This is an optimization exercise on Yosys and OpenROAD, whose aim is small area, a short achievable clock period and few clock cycles per item, not a production implementation. Where RTL was checked, it was by simulation tests only, not by an equivalence proof against the original. Function not checked in run 2: the RTL went through the layout flow alone.

==> flow/design.v, too long to show whole: its modules and the start of the top module <==
// module mandel_engine: 106 lines
// module mandel_dp: 1444 lines
// module mandel_fa: 10 lines
module mandel_engine #(
    parameter int BITS      = 16,
    parameter int ITER_BITS = 7
) (
    input  logic                   clk,
    input  logic                   rst_n,
    input  logic                   in_valid,
    output logic                   in_ready,
    input  logic signed [BITS-1:0] in_x,
    input  logic signed [BITS-1:0] in_y,
    input  logic                   julia_mode,
    input  logic signed [BITS-1:0] julia_cx,
    input  logic signed [BITS-1:0] julia_cy,
    input  logic [ITER_BITS-1:0]   max_iter,
    input  logic                   abort,
    output logic                   out_valid,
    input  logic                   out_ready,
    output logic [ITER_BITS-1:0]   out_iter,
    output logic                   out_escaped,
    output logic                   busy
);
  // ...
==> flow/flow/run.sh <==
#!/bin/bash
# The standard layout (standard.sh), with the port buffers made from
# sky130_fd_sc_hd__buf_1 cells instead of the default choice of a delay
# buffer, clock tree synthesis without dummy loads, and gain-based buffering
# of high-fanout nets after global placement (flow/gain.tcl) and after
# detailed placement (flow/bufs.tcl).
set -euo pipefail
export BUFFER_PORTS_ARGS="-buffer_cell sky130_fd_sc_hd__buf_1"
export CTS_ARGS="-sink_clustering_enable -repair_clock_nets -buf_list sky130_fd_sc_hd__clkbuf_8 -dont_use_dummy_load"
export POST_GLOBAL_PLACE_TCL="$(pwd)/flow/gain.tcl"
export POST_DETAIL_PLACE_TCL="$(pwd)/flow/bufs.tcl"
bash standard.sh > standard.log 2>&1
==> flow/flow/bufs.tcl <==
# After detailed placement: buffers that drive many loads get a stronger
# drive of their own kind (buf_4 -> buf_8).
set n 0
foreach inst [get_cells *] {
  if {[get_property $inst ref_name] ne "sky130_fd_sc_hd__buf_4"} { continue }
  set o [get_pins -of_objects $inst -filter "direction == output"]
  set loads [llength [get_pins -of_objects [get_nets -of_objects $o] -filter "direction == input"]]
  if {$loads >= 16} {
    replace_cell $inst sky130_fd_sc_hd__buf_8
    incr n
  }
}
puts "bufs.tcl: upsized $n buffers"
==> flow/flow/gain.tcl <==
# After global placement: registers that drive many loads get the
# strongest drive of their own cell type (dfxtp_1 -> dfxtp_4).
set n 0
foreach inst [get_cells *] {
  if {[get_property $inst ref_name] ne "sky130_fd_sc_hd__dfxtp_1"} { continue }
  set q [get_pins -of_objects $inst -filter "direction == output"]
  set loads [llength [get_pins -of_objects [get_nets -of_objects $q] -filter "direction == input"]]
  if {$loads >= 8} {
    replace_cell $inst sky130_fd_sc_hd__dfxtp_4
    incr n
  }
}
puts "gain.tcl: upsized $n registers"
==> flow/standard.sh <==
#!/bin/bash
# synth_recipe.tcl (not shown) runs the flow's synth.tcl, then flattens the netlist and writes it again
# the make line also repeats each setting of config.mk as NAME=value (left out here)
make -C /OpenROAD-flow-scripts/flow DESIGN_CONFIG=/design/flow/config.mk WORK_HOME=/design/flow/orfs CLKGATE_MAP_FILE= SYNTH_SCRIPT=/design/flow/synth_recipe.tcl "${@:-finish}"
==> flow/config.mk <==
export PLATFORM = sky130hd
export DESIGN_NAME = mandel_engine
export DESIGN_NICKNAME = mandel_engine
export VERILOG_FILES = /design/flow/design.v
export SDC_FILE = /design/flow/constraint.sdc
export NUM_CORES = 4
export LEC_CHECK = 0
export CAP_MARGIN = 20
export CORE_MARGIN = 2
export CORE_UTILIZATION = 65
export CTS_BUF_LIST = sky130_fd_sc_hd__clkbuf_8
export PLACE_DENSITY = 0.75
export SLEW_MARGIN = 20
export SYNTH_HIERARCHICAL = 1
export SYNTH_MINIMUM_KEEP_SIZE = 0
==> flow/constraint.sdc <==
create_clock -name core_clock -period 14.0 [get_ports {clk}]
set_input_delay 2.8000 -clock core_clock [delete_from_list [all_inputs] [get_ports {clk}]]
set_output_delay 2.8000 -clock core_clock [all_outputs]
set_load 0.01 [all_outputs]
==> results.txt, run 1 <==
* Status: timing/DRC/antenna clean
* Crit path max-delay family: adder cells
* Commonest cells after routing, fill and taps aside: 407 x nor2_1, 404 x fa_1, 148 x ha_1
* EDFF count, synth at 70
* Rel. slew slack at 0.290
* WP depth at 19
* IO Pins at 88
* M1 GR Usage at 0.392
* Multi-input combinational area share at 0.750
* First drt pass iteration count at 5
* # Taps at 378
* FILL cells at approximately 2,000
* Synth area leaders: fa_1 44%, edfxtp_1 12%, ha_1 10%
* Ys Warns at 7
* IO buf count at 87
* Maxcap violations at 0
* FF-to-FF End: zxn_q[14]
* Final core utilization at 0.700
* Hold WC Path Type: flop to flop
* Mapped cell area at 18,300 um^2
* Worst R2R Path Depth at 19
* Post-synthesis compound-gate area fraction at 0.0447
* Critical path arrival at ~6.4 ns
* Reg clk slew, reported paths at 0.07 ns
* CTS tree: yes
* H-tree levels at 4
* Final ANT Viol Nets at 0
* Post-CTS Setup Bufs at 0
* Skew-Pair Late Insertion Delay at 0.46 ns
* GRT met2 Usage at 0.541
* Post-synthesis sequential area ratio at 0.164
* Total gr overflow at 0
* Met2 wire length at 22.0 mm
Testbench counts, summed over its fixed seeds: cycles 84,151, points 2,048.
==> module mandel_engine, before the edit <==
module mandel_engine #(
    parameter int BITS      = 16,
    parameter int ITER_BITS = 7
) (
    input  logic                   clk,
    input  logic                   rst_n,
    input  logic                   in_valid,
    output logic                   in_ready,
    input  logic signed [BITS-1:0] in_x,
    input  logic signed [BITS-1:0] in_y,
    input  logic                   julia_mode,
    input  logic signed [BITS-1:0] julia_cx,
    input  logic signed [BITS-1:0] julia_cy,
    input  logic [ITER_BITS-1:0]   max_iter,
    input  logic                   abort,
    output logic                   out_valid,
    input  logic                   out_ready,
    output logic [ITER_BITS-1:0]   out_iter,
    output logic                   out_escaped,
    output logic                   busy
);
    logic run_q, done_q;
    logic [6:0] iter_q, lim_q;
    logic signed [15:0] cx_q, cy_q;
    logic [15:0] zxn_q, zyn_q;
    logic [14:0] sxn_q, syn_q;
    logic [16:0] xn, yn;
    logic mesc;
    logic mesc_q, xh_q, yh_q, stop_q;
    mandel_dp u_dp (
        .zxn (zxn_q),
        .zyn (zyn_q),
        .cx  (cx_q),
        .cy  (cy_q),
        .xn  (xn),
        .yn  (yn),
        .mesc(mesc)
    );
    logic esc, fin, cyc, ckpt;
    assign esc  = mesc_q || (xh_q == zxn_q[15]) || (yh_q == zyn_q[15]);
    assign fin  = run_q && (esc || stop_q || cyc);
    assign cyc  = (zxn_q[14:0] == sxn_q) && (zyn_q[14:0] == syn_q) &&
                  (zxn_q[15] == zxn_q[14]) && (zyn_q[15] == zyn_q[14]) &&
                  (iter_q != '0);
    assign ckpt = ((iter_q & (iter_q - 7'd1)) == '0) || (iter_q[3:0] == '0);
    logic idle, accept;
    assign idle   = !run_q && !done_q;
    assign accept = idle && in_valid;
    always_ff @(posedge clk) begin
        if (!rst_n || abort) begin
            run_q  <= 1'b0;
            done_q <= 1'b0;
        end else if (accept) begin
            run_q  <= 1'b1;
        end else if (fin) begin
            run_q  <= 1'b0;
            done_q <= !out_ready;
        end else if (done_q && out_ready) begin
            done_q <= 1'b0;
        end
    end
    always_ff @(posedge clk) begin
        if (idle) begin
            zxn_q  <= ~in_x;
            zyn_q  <= ~in_y;
            xh_q   <= in_x[15];
            yh_q   <= in_y[15];
            mesc_q <= 1'b0;
        end else begin
            zxn_q  <= ~xn[15:0];
            zyn_q  <= ~yn[15:0];
            xh_q   <= xn[16];
            yh_q   <= yn[16];
            mesc_q <= mesc;
        end
    end
    always_ff @(posedge clk) begin
        if (accept) begin
            cx_q  <= julia_mode ? julia_cx : in_x;
            cy_q  <= julia_mode ? julia_cy : in_y;
            lim_q <= max_iter;
        end
    end
    always_ff @(posedge clk) begin
        if (run_q && ckpt) begin
            sxn_q <= zxn_q[14:0];
            syn_q <= zyn_q[14:0];
        end
    end
    logic esc_h;
    always_ff @(posedge clk) begin
        if (accept) begin
            iter_q <= '0;
            stop_q <= 1'b0;
        end else if (run_q) begin
            iter_q <= iter_q + 7'd1;
            stop_q <= iter_q == lim_q;
            esc_h  <= esc;
        end
    end
    assign in_ready    = rst_n && idle;
    assign busy        = !idle;
    assign out_valid   = done_q || fin;
    assign out_escaped = run_q ? esc : esc_h;
    assign out_iter    = out_escaped ? iter_q + {6'b111111, !done_q} : lim_q;
endmodule
==> inputs of run 2 (changes only) <==
--- a/flow/design.v
+++ b/flow/design.v
@@ -17,36 +17,33 @@
     input  logic                   out_ready,
     output logic [ITER_BITS-1:0]   out_iter,
     output logic                   out_escaped,
     output logic                   busy
 );
     logic run_q, done_q;
     logic [6:0] iter_q, lim_q;
     logic signed [15:0] cx_q, cy_q;
-    logic [15:0] zxn_q, zyn_q;
-    logic [14:0] sxn_q, syn_q;
+    logic [15:0] zxn_q, zyn_q, sxn_q, syn_q;
     logic [16:0] xn, yn;
     logic mesc;
     logic mesc_q, xh_q, yh_q, stop_q;
     mandel_dp u_dp (
         .zxn (zxn_q),
         .zyn (zyn_q),
         .cx  (cx_q),
         .cy  (cy_q),
         .xn  (xn),
         .yn  (yn),
         .mesc(mesc)
     );
     logic esc, fin, cyc, ckpt;
     assign esc  = mesc_q || (xh_q == zxn_q[15]) || (yh_q == zyn_q[15]);
     assign fin  = run_q && (esc || stop_q || cyc);
-    assign cyc  = (zxn_q[14:0] == sxn_q) && (zyn_q[14:0] == syn_q) &&
-                  (zxn_q[15] == zxn_q[14]) && (zyn_q[15] == zyn_q[14]) &&
-                  (iter_q != '0);
+    assign cyc  = (zxn_q == sxn_q) && (zyn_q == syn_q) && (iter_q != '0);
     assign ckpt = ((iter_q & (iter_q - 7'd1)) == '0) || (iter_q[3:0] == '0);
     logic idle, accept;
     assign idle   = !run_q && !done_q;
     assign accept = idle && in_valid;
     always_ff @(posedge clk) begin
         if (!rst_n || abort) begin
             run_q  <= 1'b0;
             done_q <= 1'b0;
@@ -78,18 +75,18 @@
         if (accept) begin
             cx_q  <= julia_mode ? julia_cx : in_x;
             cy_q  <= julia_mode ? julia_cy : in_y;
             lim_q <= max_iter;
         end
     end
     always_ff @(posedge clk) begin
         if (run_q && ckpt) begin
-            sxn_q <= zxn_q[14:0];
-            syn_q <= zyn_q[14:0];
+            sxn_q <= zxn_q;
+            syn_q <= zyn_q;
         end
     end
     logic esc_h;
     always_ff @(posedge clk) begin
         if (accept) begin
             iter_q <= '0;
             stop_q <= 1'b0;
         end else if (run_q) begin
@@ -1536,19 +1533,20 @@
     mandel_fa us936 (.a(c899), .b(s919), .c(c918), .s(s936), .co(c936));
     wire s937, c937;
     mandel_fa us937 (.a(c901), .b(s920), .c(c919), .s(s937), .co(c937));
     wire s938, c938;
     mandel_fa us938 (.a(c903), .b(s921), .c(c920), .s(s938), .co(c938));
     wire [16:0] xs0 = {s938, s937, s936, c934, s934, c932, s932, s931, c929, c928, c927, c926, c925, c924, c923, c922, s922};
     wire [16:0] xs1 = {c937, c936, c935, s935, c933, s933, c931, c930, s930, s929, s928, s927, s926, s925, s924, s923, qyls[13]};
     wire [16:0] xn17 = xs0 + xs1 + qxls[13];
-    wire [16:0] ys0 = {s789, s788, c786, s786, c784, c783, c782, s782, c780, c779, c778, c777, c776, c775, c774, c773, c772};
-    wire [16:0] ys1 = {c788, c787, s787, c785, s785, s784, s783, c781, s781, s780, s779, s778, s777, s776, s775, s774, s773};
-    wire [16:0] yn17 = ys0 + ys1 + mxyls[12];
+    wire [28:0] ys0 = {s789, s788, c786, s786, c784, c783, c782, s782, c780, c779, c778, c777, c776, c775, c774, c773, c772, c771, c770, c769, c768, c767, c766, c765, c764, c763, mxyp394, mxyp367, mxyp366};
+    wire [28:0] ys1 = {c788, c787, s787, c785, s785, s784, s783, c781, s781, s780, s779, s778, s777, s776, s775, s774, s773, s772, s771, s770, s769, s768, s767, s766, s765, s764, s763, mxyp380, 1'b0};
+    wire [28:0] yn_s = ys0 + ys1;
+    wire [16:0] yn17 = yn_s[28:12];
     assign xn   = xn17;
     assign yn   = yn17;
     assign mesc = big | mag[16];
 endmodule
 module mandel_fa (
     input  logic a,
     input  logic b,
     input  logic c,
==> flow/flow/run.sh (replaced) <==
#!/bin/bash
# The standard layout (standard.sh), with the port buffers made from
# sky130_fd_sc_hd__buf_1 cells instead of the default choice of a delay
# buffer, and clock tree synthesis without dummy loads.
set -euo pipefail
export BUFFER_PORTS_ARGS="-buffer_cell sky130_fd_sc_hd__buf_1"
export CTS_ARGS="-sink_clustering_enable -repair_clock_nets -buf_list sky130_fd_sc_hd__clkbuf_8 -dont_use_dummy_load"
bash standard.sh > standard.log 2>&1
removed: flow/flow/bufs.tcl
removed: flow/flow/gain.tcl
==> run 2 against run 1 <==
  * Non-clock buffer count did not move
  * Sequential cell count rose by 2
  * Final area rose by 1.0%
  * Wire length rose by 8.2%
  * Die area rose by 2.3%
  * Cell count rose by 3.2%
  * Highest routed layer unchanged
  * Synthesized cell count rose by 4.0%
  * Setup slack got worse by 0.40 ns
  * Critical path depth fell by 1
==> results.txt, run 2 <==
* Status: timing/DRC/antenna clean
* Fmax achieved at approximately 150 MHz
* Skew-Pair Late Insertion Delay at 0.47 ns (about the same)
* Antenna cells at 0
* Final min period at 6.48 ns
* Post-DR wirelength/cell at 21.5 um
* Post_cts resized at 0
* Hpwl dp at 34.9 mm
* CTS tree: yes
* Largest net degree at the start of global routing at 35
* IO buf count at 87 (unchanged)
* Cell taking the most area after synthesis: fa_1
* Number of synthesized register bits at 117
* WHS at 0.522 ns
* Reg clk slew, reported paths at 0.08 ns (about the same)
* P&R area growth vs syn at 4.73%
* Via count at about 13,000
* Worst-path maximum fanout at 25
* CP required at 14.38 ns
* Ys Warns at 7 (unchanged)
* # DRC at 0
* Ys async rst share at 0
* Die W at 174 um
* Slowest CP cell: dfxtp_1
* IO Pins at 88 (unchanged)
* Layout Nets at 2,413
* Final Hold Viols at 0
* Hold Crit Start: stop_q
* First drt pass iteration count at 5 (unchanged)
* CP Class: flop to flop
* Critical path arrival at 6.86 ns (+0.48 ns)
* First-pass GRT wire length at between 70 and 80 mm
* Die ar. at 30,100 um^2
* Post-CTS Setup Bufs at 0 (unchanged)
* Hold buffers post-CTS at 0
* Most common cell after layout, fill and taps aside: nor2_1
* Crit path max-delay family: adder cells
* Post-synthesis sequential area ratio at 0.164 (-0.000595)
* Layout cells sized above 1 at 0.0651
* Unique cell type count in the Yosys netlist at 69
* Final Cycle Share at 0.463
* DRT iter0 DRCs at 1,073
* Rel. slew slack at 0.263 (-0.0270)
* Crit path top cell by count: fa_1
* Syn avg cell area at 10.7 um^2
* Starting density of the core at 0.655
* R2R Setup Slk at between 7 and 8 ns
* Worst Path Buf+Inv at 2
* CP Capture Type: flop
* Drt total wl at approximately 47 mm
* Number of global-route vias before repair at 14,856
* Final ANT Viol Nets at 0 (unchanged)
* Root Driver: clkbuf_8
* Vias/cell at 6.21
* Worst setup path startpoint: zyn_q[14]
* H-tree levels at 4 (unchanged)
* Top cell type's share of synthesized area at 0.430
* Final setup vio count at 0
* CP Cell Sequence: inv_2 -> nand2_1 -> fa_1 -> fa_1 -> fa_1 -> fa_1 -> inv_1 -> ha_1 -> fa_1 -> fa_1 -> ha_1 -> o21ai_1 -> a211oi_1 -> o31ai_1 -> a221oi_1 -> nor4_1 -> a311oi_1 -> mux2_2
* Die height at 174 um
* Mapped cell area at 18,700 um^2 (+2.4%)
* Slew Limit Fails at 0
* TritonCTS Buffers at 17
* CTS max path bufs at 2
* Maxcap violations at 0 (unchanged)
* Startpoint types: flop
* Worst-Margin Slew at 1.11 ns
* Worst r2r src: zyn_q[14]
* CP max stage delay at roughly 0.66 ns
* Post-Syn Instances at 1,755
* RSZ-0062 raised after global routing: false
* Commonest cells after routing, fill and taps aside: 413 x nor2_1, 402 x fa_1, 149 x ha_1
* Synth area leaders: fa_1 43%, edfxtp_1 12%, ha_1 10%
* Synth Flop Type: edfxtp_1
* Tot GR Track Use at 0.329
* Hold WC Path Type: flop to flop
* Clk_skew at 0.0288 ns
* EDFF count, synth at 72 (+2.9%)
* Core Region at 28,500 um^2
* Placer Congestion at 0.924
* Most common library cells after synthesis: 414 x nor2_1, 402 x fa_1, 149 x ha_1
* Initial antenna violation count at 0
* Total gr overflow at 0 (unchanged)
* Most common cell in the netlist: nor2_1
* Cell row count at 62
* Sink Count at 117
* Final setup TNS at 0 ns
==> run 2: final timing paths <==
path / to / cells past startpoint
setup / recovery: xh_q / 18
hold / removal: stop_q / 2
setup reg to reg: xh_q / 18
hold reg to reg: stop_q / 2
==> run 2: layout make-up <==
| class | count | area (um^2) |
|---|---|---|
| tap | 384 | 480 |
| inverter | 78 | 293 |
| clock buffer | 17 | 234 |
| multi-input combinational | 1453 | 14900 |
| fill | 2222 | 8970 |
| sequential | 117 | 3060 |
| timing repair buffer | 118 | 581 |
==> run 2: logic make-up after synthesis <==
group,count (synthesis),share of synthesized area
compound gates,155,0.0574
xor+xnor,80,0.0375
fa+ha+maj,551,0.530
buf+inv,189,0.0395
flops,117,0.164
mux,71,0.0404
other cells,2,0.000402
simple gates,590,0.131
==> run 2: stage by stage <==
step	std cells	cell area (um^2)	worst slack [ns]	utilization
floorplan	1759	18700	8.12	-
global placement	2149	19300	7.82	0.677
detailed placement	2149	19300	7.73	0.677
CTS	2166	19600	7.68	0.685
global route	2167	19600	7.32	0.686
finish	2167	19600	7.52	0.686
==> run 2: per-layer routing <==
metal	up-vias	wire length (um)	track usage
met5	-	0	0
met4	0	1970	0.137
met3	154	4030	0.0669
met2	685	23300	0.558
met1	6848	17300	0.418
li1	5761	-	-
==> run 2: worst reg2reg max path: stages, from the launching register on <==
cell,delay (ns)
dfxtp_1,0.66
inv_2,0.32
nand2_1,0.20
fa_1,0.42
fa_1,0.42
fa_1,0.46
fa_1,0.55
inv_1,0.06
ha_1,0.30
fa_1,0.51
fa_1,0.42
ha_1,0.37
o21ai_1,0.12
a211oi_1,0.30
o31ai_1,0.18
a221oi_1,0.51
nor4_1,0.09
a311oi_1,0.30
mux2_2,0.20
==> run 2: modules after synthesis (local to each module, per instance) <==
| module | flops+latches | area [um^2] | cells inside | copies in the design |
|---|---|---|---|---|
| mandel_fa | 0 | 20.0 | 1 | 400 |
| mandel_dp | 0 | 5850 | 1006 | 1 |
| mandel_engine | 117 | 4840 | 349 | 1 |

-- static timing again, ports no longer ideal --
The results above use ideal ports. As a check the final layouts listed here were re-extracted and re-timed, cells and wires unchanged. Step 1 (the two cells are an assumption about what drives the block):
set clk [get_ports {clk}]
set_driving_cell -lib_cell sky130_fd_sc_hd__clkbuf_16 $clk
set_driving_cell -lib_cell sky130_fd_sc_hd__buf_2 [delete_from_list [all_inputs] $clk]
Step 2 also shifts input and output timing later by t, the mid clock arrival at the registers, as if the neighbouring blocks saw the same clock. Three values: ideal, step 1, step 2; two values: the first two.
run	t, ns	setup slack, ns	worst hold slack (ns)	worst data-port slew with drivers (ns)	cell pins on the clock port's net
run 1	0.483	7.921 / 7.921 / 7.921	0.521 / 0.521 / 0.521	0.04	1
run 2	0.499	7.520 / 7.520 / 7.520	0.522 / 0.522 / 0.522	0.03	1
After both steps setup and hold are still met in every run listed.
